Context: an optimization exercise on an open-source flow, tuned for small area, a short achievable clock period and few clock cycles per item. The choices shown serve that exercise and are no tape-out recipe.
No functional check of the RTL was part of any run shown here.
Power figures rest on the tool's default switching activity, not on a simulated workload.

## flow/design.v (module list and top-level ports; edited modules follow where they fit)
// module dot8: 2904 lines
// module systolic_mm_top: 105 lines
module systolic_mm_top (
    input  logic                  clk,
    input  logic                  rst,
    input  logic                  in_valid,
    input  logic [8-1:0] in_data,
    output logic                  out_valid,
    output logic [8-1:0] out_data,
    output logic                  busy,
    output logic                  done
);
  // ...
==> flow/run.sh <==
#!/bin/bash
# synth_recipe.tcl (not shown) runs the flow's synth.tcl, then flattens the netlist and writes it again
# the make line also repeats each setting of config.mk as NAME=value (left out here)
make -C /OpenROAD-flow-scripts/flow DESIGN_CONFIG=/design/flow/config.mk WORK_HOME=/design/flow/orfs CLKGATE_MAP_FILE= SYNTH_SCRIPT=/design/flow/synth_recipe.tcl finish
==> flow/config.mk <==
export PLATFORM = sky130hd
export DESIGN_NAME = systolic_mm_top
export DESIGN_NICKNAME = systolic_mm_top
export VERILOG_FILES = /design/flow/design.v
export SDC_FILE = /design/flow/constraint.sdc
export NUM_CORES = 4
export LEC_CHECK = 0
export CAP_MARGIN = 20
export CORE_MARGIN = 2
export CORE_UTILIZATION = 40
export SETUP_SLACK_MARGIN = 3.6
export SLEW_MARGIN = 20
==> flow/constraint.sdc <==
create_clock -name core_clock -period 6.0 [get_ports {clk}]
set_input_delay 1.2000 -clock core_clock [delete_from_list [all_inputs] [get_ports {clk}]]
set_output_delay 1.2000 -clock core_clock [all_outputs]
set_load 0.01 [all_outputs]
==> impl_metrics.toml, run 1 <==
[run_status]
status = "timing/DRC/antenna clean"

[timing]
rsz0062_at_grt = "true"
drv_slew = 0
setup_ws_ns = 3.42

[layout]
final-clk-cell-share_pct = 7.21
buffer_area_share_pct = 4.29
drive_above_1_share_pct = 23.2
n_antenna_cell = 1
multi_input_area_mm2 = 0.0121
n_fill_cell = 10293
register_area_mm2 = 0.0363
syn2layout_area_growth_pct = 19.0
multi_input_area_share_pct = 20.6

[pwr]
seqPwrFrac_pct = 47.5
top_power_group = "sequential cells"
p_seq_mw = 11.0

[synth]
synth-edff-count = 1024
synthTopCellsByCount = "edfxtp_1, inv_1, fa_1"
synth_ff_type = "edfxtp_1"

[critical_path]
cp_cell_sequence = "and2_4 -> fa_1 -> inv_1 -> fa_2 -> inv_2 -> fa_2"
worstSetupEndpoint = "dot8_inst.r3_s254"
end_kind = "register"
path_max_fanout = 3

[die]
die_y_um = 355
start_util_pct = 40.4

[global_route]
met2_usage_pct = 26.0
grt_overflow = 0

[placement]
dp_slack_ns = 2.63
portBuffers = 21

[routing]
vias_per_cell = 4.53
highest_layer = "met4"
drt-met1-wl_um = 41200
vias = 22001

[clocking]
clk_latency_ns = 0.76
numCtsBuffers = 133
cts_resized = 262
h-tree-depth = 4

[hold_path]
min_delay_path_depth = 0
==> run 2, diff against run 1 <==
--- a/flow/design.v
+++ b/flow/design.v
@@ -1414,40 +1414,42 @@
     logic c399;
     logic s400;
     logic c400;
     logic s401;
     logic c401;
     logic s402;
     logic c402;
     logic s403;
-    logic r8_r6_r3_s150;
-    logic r8_r6_r3_pp7_0_0;
-    logic r8_r6_s309;
-    logic r8_r6_s349;
-    logic r8_r6_s350;
-    logic r8_r6_c349;
-    logic r8_r6_s373;
-    logic r8_s389;
-    logic r8_s398;
-    logic r8_s399;
-    logic r8_c390;
-    logic r8_c398;
-    logic r8_s400;
-    logic r8_c399;
-    logic r8_s401;
-    logic r8_c392;
-    logic r8_c393;
-    logic r8_c400;
-    logic r8_s402;
-    logic r8_c394;
-    logic r8_c401;
-    logic r8_s403;
-    logic r8_c395;
-    logic r8_c402;
+    logic s404;
+    logic c404;
+    logic s405;
+    logic c405;
+    logic s406;
+    logic c406;
+    logic s407;
+    logic r9_r6_r3_s150;
+    logic r9_r6_r3_pp7_0_0;
+    logic r9_r6_s309;
+    logic r9_r6_s349;
+    logic r9_r6_s350;
+    logic r9_r6_c349;
+    logic r9_r6_s373;
+    logic r9_s389;
+    logic r9_s398;
+    logic r9_s404;
+    logic r9_s400;
+    logic r9_c399;
+    logic r9_c404;
+    logic r9_s405;
+    logic r9_c400;
+    logic r9_s406;
+    logic r9_c405;
+    logic r9_s407;
+    logic r9_c406;
     assign pp0_0_0 = a[0] & b[0];
     assign pp0_0_1 = a[0] & b[1];
     assign pp0_0_2 = a[0] & b[2];
     assign pp0_0_3 = a[0] & b[3];
     assign pp0_0_4 = a[0] & b[4];
     assign pp0_0_5 = a[0] & b[5];
     assign pp0_0_6 = a[0] & b[6];
     assign pp0_0_7 = ~(a[0] & b[7]);
@@ -2674,16 +2676,23 @@
     assign c399 = (s391 & r6_c376) | (s391 & r6_c377) | (r6_c376 & r6_c377);
     assign s400 = s392 ^ s393 ^ c391;
     assign c400 = (s392 & s393) | (s392 & c391) | (s393 & c391);
     assign s401 = s394 ^ r6_c380 ^ r6_c381;
     assign c401 = (s394 & r6_c380) | (s394 & r6_c381) | (r6_c380 & r6_c381);
     assign s402 = s395 ^ r6_c382 ^ r6_c383;
     assign c402 = (s395 & r6_c382) | (s395 & r6_c383) | (r6_c382 & r6_c383);
     assign s403 = s396 ^ s397 ^ r6_c386;
+    assign s404 = s399 ^ c390 ^ c398;
+    assign c404 = (s399 & c390) | (s399 & c398) | (c390 & c398);
+    assign s405 = s401 ^ c392 ^ c393;
+    assign c405 = (s401 & c392) | (s401 & c393) | (c392 & c393);
+    assign s406 = s402 ^ c394 ^ c401;
+    assign c406 = (s402 & c394) | (s402 & c401) | (c394 & c401);
+    assign s407 = s403 ^ c395 ^ c402;
     always_ff @(posedge clk) begin
         r3_s150 <= s150;
         r3_pp7_0_0 <= pp7_0_0;
         r3_s247 <= s247;
         r3_c1 <= c1;
         r3_c150 <= c150;
         r3_s248 <= s248;
         r3_s249 <= s249;
@@ -2848,51 +2857,44 @@
         r6_c383 <= c383;
         r6_s387 <= s387;
         r6_s388 <= s388;
         r6_c368 <= c368;
         r6_c369 <= c369;
         r6_c384 <= c384;
         r6_c385 <= c385;
         r6_c386 <= c386;
-        r8_r6_r3_s150 <= r6_r3_s150;
-        r8_r6_r3_pp7_0_0 <= r6_r3_pp7_0_0;
-        r8_r6_s309 <= r6_s309;
-        r8_r6_s349 <= r6_s349;
-        r8_r6_s350 <= r6_s350;
-        r8_r6_c349 <= r6_c349;
-        r8_r6_s373 <= r6_s373;
-        r8_s389 <= s389;
-        r8_s398 <= s398;
-        r8_s399 <= s399;
-        r8_c390 <= c390;
-        r8_c398 <= c398;
-        r8_s400 <= s400;
-        r8_c399 <= c399;
-        r8_s401 <= s401;
-        r8_c392 <= c392;
-        r8_c393 <= c393;
-        r8_c400 <= c400;
-        r8_s402 <= s402;
-        r8_c394 <= c394;
-        r8_c401 <= c401;
-        r8_s403 <= s403;
-        r8_c395 <= c395;
-        r8_c402 <= c402;
+        r9_r6_r3_s150 <= r6_r3_s150;
+        r9_r6_r3_pp7_0_0 <= r6_r3_pp7_0_0;
+        r9_r6_s309 <= r6_s309;
+        r9_r6_s349 <= r6_s349;
+        r9_r6_s350 <= r6_s350;
+        r9_r6_c349 <= r6_c349;
+        r9_r6_s373 <= r6_s373;
+        r9_s389 <= s389;
+        r9_s398 <= s398;
+        r9_s404 <= s404;
+        r9_s400 <= s400;
+        r9_c399 <= c399;
+        r9_c404 <= c404;
+        r9_s405 <= s405;
+        r9_c400 <= c400;
+        r9_s406 <= s406;
+        r9_c405 <= c405;
+        r9_s407 <= s407;
+        r9_c406 <= c406;
     end
     logic [11:0] fr0;
-    assign fr0 = {r8_s403, r8_s402, r8_s401, r8_s400, r8_s399, r8_s398, r8_s389, r8_r6_s373, r8_r6_s350, r8_r6_s349, r8_r6_s309, r8_r6_r3_s150};
+    assign fr0 = {r9_s407, r9_s406, r9_s405, r9_s400, r9_s404, r9_s398, r9_s389, r9_r6_s373, r9_r6_s350, r9_r6_s349, r9_r6_s309, r9_r6_r3_s150};
     logic [11:0] fr1;
-    assign fr1 = {r8_c395, r8_c394, r8_c392, r8_c399, r8_c390, 1'b0, 1'b0, 1'b0, r8_r6_c349, 1'b0, 1'b0, r8_r6_r3_pp7_0_0};
+    assign fr1 = {r9_c406, r9_c405, r9_c400, r9_c399, 1'b0, 1'b0, 1'b0, 1'b0, r9_r6_c349, 1'b0, 1'b0, r9_r6_r3_pp7_0_0};
     logic [11:0] fr2;
-    assign fr2 = {r8_c402, r8_c401, r8_c393, 1'b0, r8_c398, 1'b0, 1'b0, 1'b0, 1'b0, 1'b0, 1'b0, 1'b0};
-    logic [11:0] fr3;
-    assign fr3 = {1'b0, 1'b0, r8_c400, 1'b0, 1'b0, 1'b0, 1'b0, 1'b0, 1'b0, 1'b0, 1'b0, 1'b0};
+    assign fr2 = {1'b0, 1'b0, 1'b0, r9_c404, 1'b0, 1'b0, 1'b0, 1'b0, 1'b0, 1'b0, 1'b0, 1'b0};
     logic [11:0] fs;
-    assign fs = fr0 + fr1 + fr2 + fr3;
+    assign fs = fr0 + fr1 + fr2;
     always_ff @(posedge clk) res <= {~fs[11], fs[10:4]};
     logic [3:0] vp;
     logic [3:0] lp;
     always_ff @(posedge clk or negedge rst) begin
         if (!rst) begin
             vp <= '0;
             lp <= '0;
         end else begin
==> impl_metrics.toml, run 2 <==
[synth]
mappedNetlistArea_mm2 = 0.0490
avgSynthCellArea_um2 = 18.0
synth_adder_area_share_pct = 15.4
yosysTopAreaCell = "edfxtp_1"
synthCells = 2728
yosysWarnings = 3
synthTopCellsByCount = "edfxtp_1, fa_1, inv_1"
synthMuxAreaShare_pct = 0.475
seq_area_frac_synth_pct = 73.8
synthSimpleGateAreaFrac_pct = 5.37
async_flop_share_pct = 3.43
ys_ff_latch = 1284
synth_nets = 3120
synth.top_cell.area_share_pct = 62.7
yosysMostFrequentCell = "edfxtp_1"
yosys.area_share.xor_xnor_pct = 1.64
synthDistinctLibCells = 40
synth_top_family_by_area = "adder cells"
synth_ff_type = "edfxtp_1"
synth_compound_area_share_pct = 0.434
synth-edff-count = 1024
ys_top_cells_by_area = "edfxtp_1, fa_1, dfxtp_1"

[global_route]
grt_max_degree = 170
antenna_found_initial = 3
grt_pass1_vias = 23586
grt_overflow = 0
grt_pass1_wl_um = 148000
grt_usage_pct = 16.0

[critical_path]
worstPathArrival_ns = 3.22
required_ns = 6.63
path_max_fanout = 8
cp_slowest_cell = "fa_2"
end_kind = "register"
cp_cell_sequence = "and2_4 -> fa_1 -> inv_2 -> fa_2 -> inv_2 -> fa_1"
rrSetupSlack_ns = 3.41
worst_path_largest_cell_delay_ns = 0.64
cp-start-kind = "register"
worstSetupPathType = "register to register"

[layout]
final_core_util_pct = 47.9
instances_no_fill = 4832
drive_above_1_share_pct = 21.8
fin_nets = 3498
final_area_mm2 = 0.0583
top_regs = "bq: 512 flops, la: 512 flops"
mostFrequentLayoutCell = "edfxtp_1"
syn2layout_area_growth_pct = 18.8
most-common-layout-cells = "edfxtp_1, inv_1, fa_1"

[placement]
globalplace.congestion = 0.875
dp.cells = 4372
dp_hpwl_um = 66400
portBuffers = 21
dp_slack_ns = 2.80
placed_area_mm2 = 0.0514

[timing]
rsz0062_at_grt = "true"
period_needed_ns = 2.59
drv_slew = 0
slew_headroom_pct = 25.1
fin_skew_ns = 0.0257
whs_ns = 0.326
setup_ws_ns = 3.41
finalHoldViolCount = 0
finalCritPeriodShare_pct = 43.2
final.setup.tns_ns = 0
tightest_slew_ns = 1.12
max_freq_mhz = 386
setup_viol = 0

[clocking]
cts_tree = "built"
numCtsBuffers = 131
path_clk_slew_ns = 0.06
clock_sinks = 1284
clk_latency_ns = 0.75
h-tree-depth = 4
cts_buffer_depth = 3
root_buffer = "clkbuf_16"

[die]
core_mm2 = 0.122
row_count = 128
die_area_mm2 = 0.125
pin_count = 22
start_util_pct = 40.3
die_w_um = 354
die_y_um = 354

[routing]
vias = 21954
ant_nets = 0
drc = 0
drt-initial-drc-count = 1729
routed_wl_um = 98100
dr.pass1.iters = 7
vias_per_cell = 4.54
routedWlPerCell_um = 20.3

[pwr]
peakVddDrop_v = 0.000264
p_per_area_mw_per_mm2 = 315
finalPower_mw = 18.4
leakage_nw = 21.4

[run_status]
status = "timing/DRC/antenna clean"

[hold_path]
hold_path.class = "register to register"

[run]
maxCapViolCount = 0
-- run 2: cell count changes after synthesis, sizes merged, moves of 5 or more --
cell,change
and2,-8
clkbuf,+9
dfxtp,-5
inv,-32
nand2,+9
nor2,+5
o21ai,-5
-- run 2: critical path, delay by kind of cell (launching register included) --
family | cells | cell delay, ns
adders and majority gates | 3 | 1.57
DFF | 1 | 0.57
and+or+nand+nor | 1 | 0.25
buffers and inverters | 2 | 0.10
-- run 2: final timing paths --
path                                        start                    to  cells after the start
worst max-delay path                     la[3][3]     dot8_inst.r3_s254                      6
worst min-delay path            dot8_inst.r6_s309  dot8_inst.r9_r6_s309                      0
worst max register to register           la[3][3]     dot8_inst.r3_s254                      6
worst min register to register  dot8_inst.r6_s309  dot8_inst.r9_r6_s309                      0
max in group asynchronous                     rst                   ben                      2
min in group asynchronous                     rst                 rc[3]                      1
-- run 2: layout make-up --
class                      instances  area, um2
antenna                            1       2.50
clock buffer                     180       3620
clock inverter                    53        571
fill                           10257      63500
inverter                         358       1340
multi-input combinational       1069      11900
sequential                      1284      36200
tap                             1625       2030
timing repair buffer             262       2550
-- run 2: per-layer routing --
metal  part of all wire [%]  track usage (%)  vias up
met2                     49             26.1      508
met4                    4.0             7.25        0
met3                    4.5             2.79      193
met5                      0                0        -
met1                     43             21.2    11383
li1                       -                -     9870
-- run 2: timing repair --
action                                  in CTS  in global routing
gates resized for setup                    205                138
gates cloned                                 1                  0
setup buffers                              195                 29
hold endpoints to repair                     0                  0
endpoints found under the setup margin     123                110
hold buffers                                 0                  0
pin swaps                                   88                 95
-- run 2: power breakdown --
group          leakage (nW)  internal (mW)  switching [mW]
clock network          2.02           4.49            3.35
logic                  8.18          0.354           0.384
registers              11.2           9.69          0.0958
-- run 2: cells by family after synthesis --
kind of cell	after synthesis
muxes	22
AOI/OAI and AO/OA	34
buffers and inverters	375
xor gates and xnor gates	88
and+or+nand+nor	544
DFF	1284
adders and majority gates	381

[port drivers added, routing unchanged]
The flow's constraints put no driver on any port. The routed layouts listed below were extracted and timed again, unchanged, in two steps. Step 1 assumes that a clkbuf_16 drives the clock port and a buf_2 every other input. Step 2 adds t to the input delays and takes it off the output delays; t is the mean of the earliest and latest rising clock arrival at the registers after step 1. Input paths then give back, and output paths get back, about the clock's delay inside the block. Slacks: no drivers / after step 1 / after step 2; pairs: no drivers / after step 1.
run | shift t [ns] | setup slack, ns | hold WS [ns] | worst slew at a driven data input, ns | cell pins on the clock port's net
run 1 | 0.816 | 3.415 / 3.415 / 2.942 | 0.328 / 0.328 / 0.328 | 0.04 | 1
run 2 | 0.805 | 3.408 / 3.408 / 3.136 | 0.326 / 0.326 / 0.326 | 0.04 | 1
After both steps every run listed still meets setup and hold. For run 1, which loses most, drivers alone change the setup slack by 0.000 ns; drivers and shift together by -0.473 ns.
